From an optimization exercise on the open Yosys and OpenROAD flow, aimed at small area, a short achievable clock period and few clock cycles per item; shortcuts taken in it are not production practice. The RTL was checked by simulation tests, not by an equivalence proof against the original design.

Setup of v6:
## sorter_top
module sorter_top (
    input  logic                                        clk_i,
    input  logic                                        rst_i,
    input  logic                                        src_vld_i,
    input  logic [16-1:0]                   src_data_i,
    output logic                                        reorder_vld_o,
    output logic [8*16-1:0] reorder_ranks_o
);
    localparam int DW     = 16;
    localparam int TW     = 4;
    localparam int WIN    = 15;
    localparam int NSTORE = 15 - 1;
    localparam int OUTR   = 8;
    logic [DW-1:0]      val_q [WIN];
    logic [TW-1:0]      tag_q [WIN];
    logic [TW-1:0]      ptr_q;
    logic               vld_q;
    logic [WIN-1:0]     lt;           
    logic [WIN-1:0]     is_old;       
    logic [WIN-1:0]     past_old;     
    logic [WIN-1:0]     s_up, s_hold, s_new, s_dn;
    logic               ins, del;
    function automatic logic less_than(input logic [DW-1:0] a, input logic [DW-1:0] b);
        logic [DW-1:0] l;
        logic [DW-1:0] ng;
        for (int i = 0; i < DW; i++) begin
            l[i]  = ~a[i] & b[i];
            ng[i] = ~a[i] | b[i];
        end
        for (int s = 1; s < DW; s = s * 2) begin
            for (int i = 0; i + s < DW; i = i + 2 * s) begin
                l[i]  = l[i + s] | (ng[i + s] & l[i]);
                ng[i] = l[i + s] | (ng[i + s] & ng[i]);
            end
        end
        less_than = l[0];
    endfunction
    always_comb begin
        for (int i = 0; i < WIN; i++) begin
            lt[i]       = (i < NSTORE) ? less_than(src_data_i, val_q[i]) : 1'b1;
            is_old[i]   = (tag_q[i] == ptr_q);
            past_old[i] = is_old[i] | ((i > 0) ? past_old[(i > 0) ? i-1 : 0] : 1'b0);
        end
    end
    assign ins = src_vld_i & ~rst_i;
    assign del = vld_q & ~rst_i;
    always_comb begin
        for (int j = 0; j < WIN; j++) begin
            s_up[j]   = ins & (j > 0) & lt[(j > 0) ? j-1 : 0];
            s_new[j]  = ins & lt[j] & ~((j > 0) & lt[(j > 0) ? j-1 : 0]);
            s_dn[j]   = del & (j < WIN-1) & past_old[j];
            s_hold[j] = ~rst_i & ((ins & ~lt[j]) | (del & ~past_old[j]) | (~ins & ~del));
        end
    end
  ...
Size: ~150 I/O pins, ~0.019 sq mm of cells after synthesis.
==> flow/config.mk <==
export PLATFORM = sky130hd
export DESIGN_NAME = sorter_top
export DESIGN_NICKNAME = sorter_top
export VERILOG_FILES = /design/flow/design.v
export SDC_FILE = /design/flow/constraint.sdc
export NUM_CORES = 4
export LEC_CHECK = 0
export ABC_AREA = 1
export CAP_MARGIN = 20
export CORE_MARGIN = 2
export CORE_UTILIZATION = 50
export CTS_CLUSTER_DIAMETER = 100
export CTS_CLUSTER_SIZE = 20
export PLACE_DENSITY = 0.6
export SETUP_SLACK_MARGIN = 3.0
export SLEW_MARGIN = 20
export TNS_END_PERCENT = 0
==> flow/constraint.sdc <==
create_clock -name core_clock -period 6.0 [get_ports {clk_i}]
set_input_delay 1.2000 -clock core_clock [delete_from_list [all_inputs] [get_ports {clk_i}]]
set_output_delay 1.2000 -clock core_clock [all_outputs]
set_load 0.01 [all_outputs]
standard.sh (not shown) runs the stock make flow with config.mk's settings and CLKGATE_MAP_FILE= SYNTH_SCRIPT=/design/flow/synth_recipe.tcl, a recipe that flattens the netlist after the stock synthesis.
==> flow/flow/run.sh <==
#!/bin/bash
# Standard ORFS layout with these changes:
# - ports are buffered with plain buffers instead of the delay cell that
#   buffer_ports picks by default;
# - the resizer may swap cells across footprints (MATCH_CELL_FOOTPRINT=0);
# - before repair_design, the input port buffers are upsized, since each data
#   input fans out to every comparator.
set -e
here=$(pwd)
export BUFFER_PORTS_ARGS="-buffer_cell sky130_fd_sc_hd__buf_1"
export PRE_RESIZE_TCL="$here/flow/upsize_inputs.tcl"
bash standard.sh MATCH_CELL_FOOTPRINT=0 finish > standard_run.log 2>&1
==> flow/flow/upsize_inputs.tcl <==
# Input port buffers drive wide fanout (each data bit feeds every comparator);
# give them a strong cell before repair_design builds buffer trees.
foreach inst [get_cells input*] {
  replace_cell $inst sky130_fd_sc_hd__buf_4
}
Testbench counts of v6, summed over its fixed seeds: cycles 6,400, items 3,200.
Relative to v6, the following input files were edited for v7:
# v6
export LEC_CHECK = 0
export ABC_AREA = 1
export CAP_MARGIN = 20
export CORE_MARGIN = 2
export CORE_UTILIZATION = 50
export CTS_CLUSTER_DIAMETER = 100
export CTS_CLUSTER_SIZE = 20
export PLACE_DENSITY = 0.6
export SETUP_SLACK_MARGIN = 3.0
export SLEW_MARGIN = 20
export TNS_END_PERCENT = 0
create_clock -name core_clock -period 6.0 [get_ports {clk_i}]
# v7
export LEC_CHECK = 0
export ABC_AREA = 1
export CAP_MARGIN = 20
export CORE_MARGIN = 2
export CORE_UTILIZATION = 60
export CTS_CLUSTER_DIAMETER = 100
export CTS_CLUSTER_SIZE = 20
export PLACE_DENSITY = 0.7
export SETUP_SLACK_MARGIN = 3.0
export SLEW_MARGIN = 20
export TNS_END_PERCENT = 0
create_clock -name core_clock -period 6.0 [get_ports {clk_i}]
--- a/flow/flow/upsize_inputs.tcl
+++ b/flow/flow/upsize_inputs.tcl
@@ -4 +4 @@
-  replace_cell $inst sky130_fd_sc_hd__buf_4
+  replace_cell $inst sky130_fd_sc_hd__buf_16
==> comparison <==
- Maximum frequency (lower): v7
- v7 reports a higher global-route usage than v6 does.
- Looking at critical path launch point, the src_data_i[0] result is from v6; the src_data_i[14] one comes from v7.
- Diff v6 -> v7: via count of the first global-routing pass neither gained nor lost much, final setup slack of the worst path lost 0.089 ns.
- Relative to v6, v7 improves total power.
- Diff v7 and v6: clock buffer count lower in v7
- ~same final max-slew violation count in v7 and v6

## what the ideal ports hide
How much do the figures lean on ideal ports? The routed layouts below were timed once more, with nothing changed but the port constraints.
Step 1: set_driving_cell puts a clkbuf_16 on clk_i and a buf_2 on each other input, an assumption about the parent block.
Step 2 times the ports against the registers' clock, not the clock port: input delays grow and output delays shrink by t, the midpoint of the rising clock arrivals with the driver on.
Three values: ideal, step 1, step 2; two values: the first two.
run | t, ns | setup slack, ns | worst setup path after step 2 | latest minus earliest clock arrival (ns)
v6 | 0.587 | 3.003 / 3.039 / 2.452 | input to register | 0.025 / 0.024
v7 | 0.588 | 2.913 / 2.886 / 2.298 | input to register | 0.032 / 0.032
After both steps every run listed still meets setup and hold. The setup slack of v7, which loses most, moves by -0.027 ns with the drivers and by -0.615 ns with both steps.
